This is an optimization exercise on Yosys and OpenROAD, whose aim is small area, a short achievable clock period and few clock cycles per item, not a production implementation. In this exercise RTL edits were held to simulation tests only and were not proved equivalent to the original. Power is estimated from default activity; no workload was simulated.

$ cat flow/design.v
package tffa_pkg;
    localparam int SLOTS        = 64;
    localparam int LENGTH_BITS  = 10;
    localparam int IDX_W        = $clog2(SLOTS);
    localparam int CNT_W        = $clog2(SLOTS + 1);
    localparam int TIME_W       = 32;
    localparam int REQ_LEN_W    = 10;
    localparam int OWNER_W      = 10;
    localparam int SLOT_INDEX_W = 6;
endpackage
module tffa_slot_ram (
    input  logic                             aclk,
    input  logic [tffa_pkg::SLOTS-1:0]       wr_sel,     
    input  logic [tffa_pkg::SLOTS-1:0]       wr_cap,     
    input  logic [tffa_pkg::TIME_W-1:0]      wr_start,
    input  logic [tffa_pkg::LENGTH_BITS-1:0] wr_len,
    input  logic [tffa_pkg::TIME_W-1:0]      lim,
    input  logic                             lim_ok,
    input  logic [tffa_pkg::LENGTH_BITS-1:0] len,
    output logic [tffa_pkg::SLOTS-1:0]       expired,
    output logic [tffa_pkg::SLOTS-1:0]       fits
);
    genvar i;
    generate
        for (i = 0; i < tffa_pkg::SLOTS; i++) begin : g_slot
            logic [tffa_pkg::TIME_W-1:0]      start_q;
            logic [tffa_pkg::LENGTH_BITS-1:0] cap_q;
            always_ff @(posedge aclk) begin
                if (wr_sel[i]) begin
                    start_q <= wr_start;
                    if (wr_cap[i]) cap_q <= wr_len;
                end
            end
            tffa_cmp_unit u_cmp (
                .start   (start_q),
                .lim     (lim),
                .lim_ok  (lim_ok),
                .cap     (cap_q),
                .len     (len),
                .expired (expired[i]),
                .fits    (fits[i])
            );
        end
    endgenerate
endmodule
module tffa_cmp_unit (
    input  logic [tffa_pkg::TIME_W-1:0]      start,
    input  logic [tffa_pkg::TIME_W-1:0]      lim,
    input  logic                             lim_ok,
    input  logic [tffa_pkg::LENGTH_BITS-1:0] cap,
    input  logic [tffa_pkg::LENGTH_BITS-1:0] len,
    output logic                             expired,
    output logic                             fits
);
    assign expired = lim_ok && (lim >= start);
    assign fits    = cap >= len;
endmodule
module timed_first_fit_allocator_core (
    input  logic                    aclk,
    input  logic                    aresetn,
    input  logic                    cfg_wr_en,
    input  logic [tffa_pkg::TIME_W-1:0]       cfg_wr_data,
    input  logic                    s_valid,
    output logic                    s_ready,
    input  logic [tffa_pkg::REQ_LEN_W-1:0]    s_req_length,
    input  logic [tffa_pkg::TIME_W-1:0]       s_req_time,
    input  logic [tffa_pkg::OWNER_W-1:0]      s_owner_tag,
    output logic                    m_valid,
    input  logic                    m_ready,
    output logic [tffa_pkg::SLOT_INDEX_W-1:0] m_slot_index,
    output logic                    m_reused,
    output logic                    m_table_full
);
    localparam int N  = tffa_pkg::SLOTS;
    localparam int TW = tffa_pkg::TIME_W;
    localparam int LW = tffa_pkg::LENGTH_BITS;
    localparam int QD = 4;                  
    logic [TW-1:0] lease_reg;
    logic          t_v;
    logic [TW-1:0] t_now, t_lim;
    logic          t_ok;
    logic [LW-1:0] t_len;
    logic          c_v;
    logic [TW-1:0] c_now;
    logic [LW-1:0] c_len;
    logic [N-1:0]  c_exp, c_fit;
    logic          c_exp_g, c_fit_g;
    logic [N-1:0]  busy_reg, used_reg;      
    logic [N-1:0]  g_prev;                  
    logic          g_prev_app;              
    logic [7:0]           q_mem [QD];
    logic [1:0]           q_wp, q_rp;
    logic [2:0]           q_cnt;            
    logic [2:0]           q_n;              
    logic                 q_ready, q_valid;
    logic                 in_acc, out_take;
    logic [TW:0]          lim_full;
    assign in_acc   = s_valid && q_ready;
    assign out_take = q_valid && m_ready;
    assign s_ready  = q_ready;
    assign lim_full = {1'b0, s_req_time} - {1'b0, lease_reg};
    logic [N-1:0] exp_v, fit_v;
    logic [N-1:0] grant, cap_sel;
    tffa_slot_ram u_ram (
        .aclk     (aclk),
        .wr_sel   (grant & {N{c_v}}),
        .wr_cap   (cap_sel & {N{c_v}}),
        .wr_start (c_now),
        .wr_len   (c_len),
        .lim      (t_lim),
        .lim_ok   (t_ok),
        .len      (t_len),
        .expired  (exp_v),
        .fits     (fit_v)
    );
    logic [N-1:0] app_prev;
    assign first_free = ~used_reg & {used_reg[N-2:0], 1'b1};
    logic [N-1:0] expf, fitf, busy_sw, first_free, cand, pre;
    logic [tffa_pkg::IDX_W-1:0] g_idx;
    logic         g_reused, g_full, g_app;
    always_comb begin
        app_prev   = g_prev & {N{g_prev_app}};
        expf       = (g_prev & {N{c_exp_g}}) | (~g_prev & c_exp);
        fitf       = (app_prev & {N{c_fit_g}}) | (~app_prev & c_fit);
        busy_sw    = busy_reg & ~expf;
        cand       = (used_reg & ~busy_sw & fitf) | first_free;
        pre        = cand;
        pre        = pre | (pre << 1);
        pre        = pre | (pre << 2);
        pre        = pre | (pre << 4);
        pre        = pre | (pre << 8);
        pre        = pre | (pre << 16);
        pre        = pre | (pre << 32);
        grant      = cand & ~(pre << 1);
        cap_sel    = grant & ~used_reg;
        g_idx      = '0;
        for (int i = 0; i < N; i++) if (grant[i]) g_idx = g_idx | tffa_pkg::IDX_W'(i);
        g_reused   = |(grant & used_reg);
        g_app      = |cap_sel;
        g_full     = ~|cand;
    end
    always_ff @(posedge aclk) begin
        if (!aresetn) begin
            lease_reg  <= '0;
            t_v        <= 1'b0;
            c_v        <= 1'b0;
            busy_reg   <= '0;
            used_reg   <= '0;
            g_prev     <= '0;
            g_prev_app <= 1'b0;
        end else begin
            if (cfg_wr_en) lease_reg <= cfg_wr_data;
            t_v <= in_acc;
            c_v <= t_v;
            if (c_v) begin
                busy_reg <= busy_sw | grant;
                used_reg <= used_reg | grant;
            end
            g_prev     <= grant & {N{c_v}};
            g_prev_app <= g_app;
        end
    end
    always_ff @(posedge aclk) begin
        t_now   <= s_req_time;
        t_len   <= s_req_length;
        t_lim   <= lim_full[TW-1:0];
        t_ok    <= ~lim_full[TW];
        c_now   <= t_now;
        c_len   <= t_len;
        c_exp   <= exp_v;
        c_fit   <= fit_v;
        c_exp_g <= t_ok && (t_lim >= c_now);
        c_fit_g <= c_len >= t_len;
    end
    logic [2:0] q_cnt_next, q_n_next;
    assign q_n_next   = q_n + {2'b0, c_v} - {2'b0, out_take};
    assign q_cnt_next = q_cnt + {2'b0, in_acc} - {2'b0, out_take};
    always_ff @(posedge aclk) begin
        if (!aresetn) begin
            q_wp    <= '0;
            q_rp    <= '0;
            q_cnt   <= '0;
            q_ready <= 1'b1;
            q_valid <= 1'b0;
            q_n     <= '0;
        end else begin
            if (c_v) q_wp <= q_wp + 2'd1;
            if (out_take) q_rp <= q_rp + 2'd1;
            q_cnt   <= q_cnt_next;
            q_ready <= q_cnt_next < 3'(QD);
            q_n     <= q_n_next;
            q_valid <= q_n_next != 3'd0;
        end
    end
    always_ff @(posedge aclk) begin
        if (c_v) q_mem[q_wp] <= {g_full, g_reused, g_idx};
    end
    assign m_valid      = q_valid;
    assign m_table_full = q_mem[q_rp][7];
    assign m_reused     = q_mem[q_rp][6];
    assign m_slot_index = q_mem[q_rp][5:0];
endmodule
$ cat flow/run.sh
#!/bin/bash
# synth_recipe.tcl (not shown) runs the flow's synth.tcl, then flattens the netlist and writes it again
# the make line also repeats each setting of config.mk as NAME=value (left out here)
make -C /OpenROAD-flow-scripts/flow DESIGN_CONFIG=/design/flow/config.mk WORK_HOME=/design/flow/orfs CLKGATE_MAP_FILE= SYNTH_SCRIPT=/design/flow/synth_recipe.tcl finish
$ cat flow/config.mk
export PLATFORM = sky130hd
export DESIGN_NAME = timed_first_fit_allocator_core
export DESIGN_NICKNAME = timed_first_fit_allocator_core
export VERILOG_FILES = /design/flow/design.v
export SDC_FILE = /design/flow/constraint.sdc
export NUM_CORES = 4
export LEC_CHECK = 0
export CAP_MARGIN = 20
export CORE_MARGIN = 2
export CORE_UTILIZATION = 40
export SLEW_MARGIN = 20
$ cat flow/constraint.sdc
create_clock -name core_clock -period 7.0 [get_ports {aclk}]
set_input_delay 1.4000 -clock core_clock [delete_from_list [all_inputs] [get_ports {aclk}]]
set_output_delay 1.4000 -clock core_clock [all_outputs]
set_load 0.01 [all_outputs]
==> results.txt <==
-- cells by family after synthesis --
| kind of cell | count (synthesis) |
|---|---|
| fa+ha+maj | 2773 |
| flops | 3208 |
| compound gates | 2639 |
| xor+xnor | 33 |
| mux | 133 |
| buf+inv | 2339 |
| simple gates | 2150 |
-- how the worst min path moves through the flow --
stage,slack [ns],from,endpoint,cells past startpoint
after global routing,0.33,t_now[4],c_now[4],0
after detailed placement,0.31,t_now[12],c_now[12],0
after floorplan,0.31,t_now[0],c_now[0],0
final,0.32,t_now[12],c_now[12],0
after global placement,0.31,t_now[31],c_now[31],0
after CTS,0.33,t_now[2],c_now[2],0
-- power by group --
| group | internal [W] | switching [W] | total (W) | leakage, nW |
|---|---|---|---|---|
| Clock | 0.0108 | 0.00799 | 0.0188 | 5.69 |
| Sequential | 0.0210 | 0.000984 | 0.0219 | 28.5 |
| Combinational | 0.00323 | 0.00538 | 0.00862 | 48.6 |
-- layer usage --
layer | wire length [µm] | track usage, % | part of all wire [%]
met5 | 112 | 0 | 0.023
met1 | 210000 | 30.3 | 44
met3 | 31600 | 3.18 | 6.5
met4 | 15900 | 6.68 | 3.3
met2 | 226000 | 37.8 | 47
-- layout by cell type, fill, tap and decap left out, types with 22 or more instances in the layout --
cell             netlist  layout
inv_1               2226    2214
clkdlybuf4s50_1        0      86
nor2b_1              441     440
nand4_1              237     237
buf_4                  5     280
nand3_1               72      72
dfxtp_1              488     409
clkbuf_16              0     362
clkinv_1               0      50
a2111oi_0             41      40
nor3_1                84      71
bufinv_16              0      25
o2111ai_1             32      32
o21a_1               171     171
o21ai_0              588     587
a221oi_1              49      49
and3b_1               22      22
nor4_1                45      34
a21boi_0              45      45
clkbuf_1              71      93
mux2_2                42      42
nor2_1               201     191
mux2i_1               83      83
clkbuf_8               0      33
o221ai_1              29      29
edfxtp_1            2720    2720
and3_1                75      64
a211oi_1              75      73
xnor2_1               23      23
dfxtp_4                0      67
nand2_1              256     256
clkinv_2               0      58
a21o_1               666     666
nand2b_1             489     489
ha_1                2770    2770
a21oi_1              723     722
and2_1               101      87
-- cell type report --
cell class              count  share of cell area (%)
flip-flops and latches   3208                    48.7
multi-input cells        7728                    35.2
clock buffers             490                    5.24
inverters                2229                    4.45
well taps                5474                    3.64
repair buffers            386                    1.78
clock inverters           162                   0.949
diodes                     17                  0.0226
-- per-stage QoR --
stage / hold slack, ns / util (%) / total power [W]
finish: 0.324 / 45.5 / 0.0494
global route: 0.329 / 45.5 / 0.0514
CTS: 0.325 / 45.5 / 0.0497
detailed placement: 0.313 / 42.7 / 0.0309
global placement: 0.310 / 42.7 / 0.0307
floorplan: 0.310 / - / 0.0268
-- worst reg2reg max path, cell delays in order, from the launching register on --
cell	delay [ns]
dfxtp_4	0.88
nand2_1	0.20
mux2i_1	0.34
o2111a_2	0.36
nand3_1	0.39
nand4b_2	0.49
or3_1	0.67
nor4b_2	0.70
and2_1	0.22
buf_4	0.42
nor2b_1	0.21
buf_4	0.21
==> impl_metrics.env <==
export IMPL_dpl_cell_area_um2=176000
export IMPL_timing_fmax_mhz=186
export IMPL_postRouteAntennaNets=0
export IMPL_largest_reg_flops=2048
export IMPL_cp_depth=11
export IMPL_timing_final_ws_setup_ns=1.61
export IMPL_period_share_pct=77.0
export IMPL_grt_pass1_wl_um=698000
export IMPL_yosysUniqueCellTypes=104
export IMPL_synth_top_family_by_area="adder cells"
export IMPL_crit_buf_inv=2
export IMPL_worstSetupPathType="reg2reg"
export IMPL_clock_sinks=3208
export IMPL_port_buffer_count=88
export IMPL_ys_flop_type="edfxtp_1"
export IMPL_cellLeakagePower_nw=82.8
export IMPL_synth_top_area_share_pct=49.1
export IMPL_netlist_area_um2=166000
export IMPL_synth_simple_gate_area_share_pct=7.55
export IMPL_cts_buffers=353
export IMPL_setup_tns_ns=0
export IMPL_clk_path_buf_depth=4
export IMPL_routed_wl_um=484000
export IMPL_viasPerCell=5.34
export IMPL_rows=236
export IMPL_nets=16800
export IMPL_skew_ns=0.0644
export IMPL_syn_inst=13300
export IMPL_drive_gt1_share_pct=7.64
export IMPL_grt_antenna_before_repair=48
export IMPL_post_cts_buffers=0
export IMPL_multi_input_area_um2=66300
export IMPL_cpPeakStageDelay_ns=0.88
export IMPL_synth_seq_area_share_pct=55.0
export IMPL_die_h_um=649
export IMPL_pin_count=99
export IMPL_hold_class="reg2reg"
export IMPL_grt_pass1_vias=101000
export IMPL_critPathMaxFanout=71
export IMPL_synth_compound_area_share_pct=10.2
export IMPL_grt_ovfl_total=0
export IMPL_startpoint_type="flip-flop"
export IMPL_drt_pass1_iterations=5
export IMPL_coreArea_um2=414000
export IMPL_worstPathArrival_ns=6.04
export IMPL_cts_tree="yes"
export IMPL_r2r_start="g_prev_app"
export IMPL_layout_cells_non_filler=19700
export IMPL_cts_hold_buffers_added=0
export IMPL_ff_latch_area_um2=91700
export IMPL_rsz0062_at_grt="no"
export IMPL_netlist_top_cells_area="edfxtp_1, ha_1, dfxtp_1"
export IMPL_postCtsResizedCells=0
export IMPL_htree_levels=5
export IMPL_min_period_ns=5.39
export IMPL_cp_slowest_cell="dfxtp_4"
export IMPL_hpwlAfterDp_um=303000
export IMPL_vias=105000
export IMPL_yosys_area_share_adder_pct=20.9
export IMPL_top_register="u_ram.g_slot.start_q"
export IMPL_slew_limit_headroom_pct=14.1
export IMPL_synth_edff_count=2720
export IMPL_top_regs="u_ram.g_slot.start_q (2048), u_ram.g_slot.cap_q (640)"
export IMPL_regToRegEndpoint="u_ram.g_slot[37].cap_q[0]"
export IMPL_outcome="no timing/DRC/antenna violations"
export IMPL_p_per_area_nw_per_um2=262
export IMPL_endpoint="u_ram.g_slot[37].cap_q[0]"
export IMPL_cp_common_cell="buf_4"
export IMPL_slew_violations=0
export IMPL_chipWidth_um=649
export IMPL_start_util_pct=40.2
export IMPL_yosysWarnings=2
export IMPL_crit_required_ns=7.65
export IMPL_dp_cells=19000
export IMPL_dr_first_iter_drc_count=8720
export IMPL_design_area_um2=188000
export IMPL_syn_num_nets=16100
export IMPL_max_cap_violations=0
export IMPL_yosys_area_top_type="edfxtp_1"
export IMPL_wire_per_inst_um=24.6
export IMPL_area_growth_pct=13.2
export IMPL_grt_max_degree=95
export IMPL_endpoint_kind="flip-flop"
export IMPL_die_area_um2=421000
export IMPL_hold_viol=0
export IMPL_synth_most_common_cell="ha_1"
export IMPL_clk_pin_slew_ns=0.07
export IMPL_critPathTopFamily="simple AND/OR/NAND/NOR gates"
export IMPL_r2r_cells=11
export IMPL_drc=0
export IMPL_synthMuxAreaShare_pct=0.892
export IMPL_startpoint="g_prev_app"
export IMPL_pre_cts_ws_ns=1.75
export IMPL_async_flop_share_pct=0
export IMPL_synthTopCellsByCount="ha_1, edfxtp_1, inv_1, a21oi_1, a21o_1"
export IMPL_r2r_slack_ns=1.61
export IMPL_path_cells="nand2_1 -> mux2i_1 -> o2111a_2 -> nand3_1 -> nand4b_2 -> or3_1 -> nor4b_2 -> and2_1 -> buf_4 -> nor2b_1 -> buf_4"
export IMPL_fillers=37200
export IMPL_worstSkewPairLatency_ns=0.99
export IMPL_grtUsageTotal_pct=22.6
export IMPL_worst_pin_slew_ns=1.29
export IMPL_place_gp_congestion=0.934
export IMPL_avgSynthCellArea_um2=12.5
export IMPL_synth_seq_cells=3208
export IMPL_setup_viol=0
export IMPL_worst_ir_drop_vdd_mv=0.224
export IMPL_synthXorXnorAreaFrac_pct=0.174
export IMPL_cts_root_buf="clkbuf_16"
Testbench counts, summed over its fixed seeds: cycles 2,424, items 2,400.

[afterwards: timing with drivers on the ports]
How much do the figures lean on ideal ports? The routed layout below was timed once more, with nothing changed but the port constraints.
Step 1: set_driving_cell puts a clkbuf_16 on aclk and a buf_2 on each other input, an assumption about the parent block.
Step 2, shift: input delay + t, output delay - t, t = (earliest + latest rising clock arrival at the registers) / 2. This alone moves slack from input paths to output paths.
Slacks: no drivers / after step 1 / after step 2; pairs: no drivers / after step 1.
t (ns): 1.061
setup WS [ns]: 1.610 / 1.610 / 1.610
hold slack, ns: 0.324 / 0.324 / 0.324
After both steps this run still meets setup and hold. The setup slack of this run moves by 0.000 ns with the drivers and by 0.000 ns with both steps.
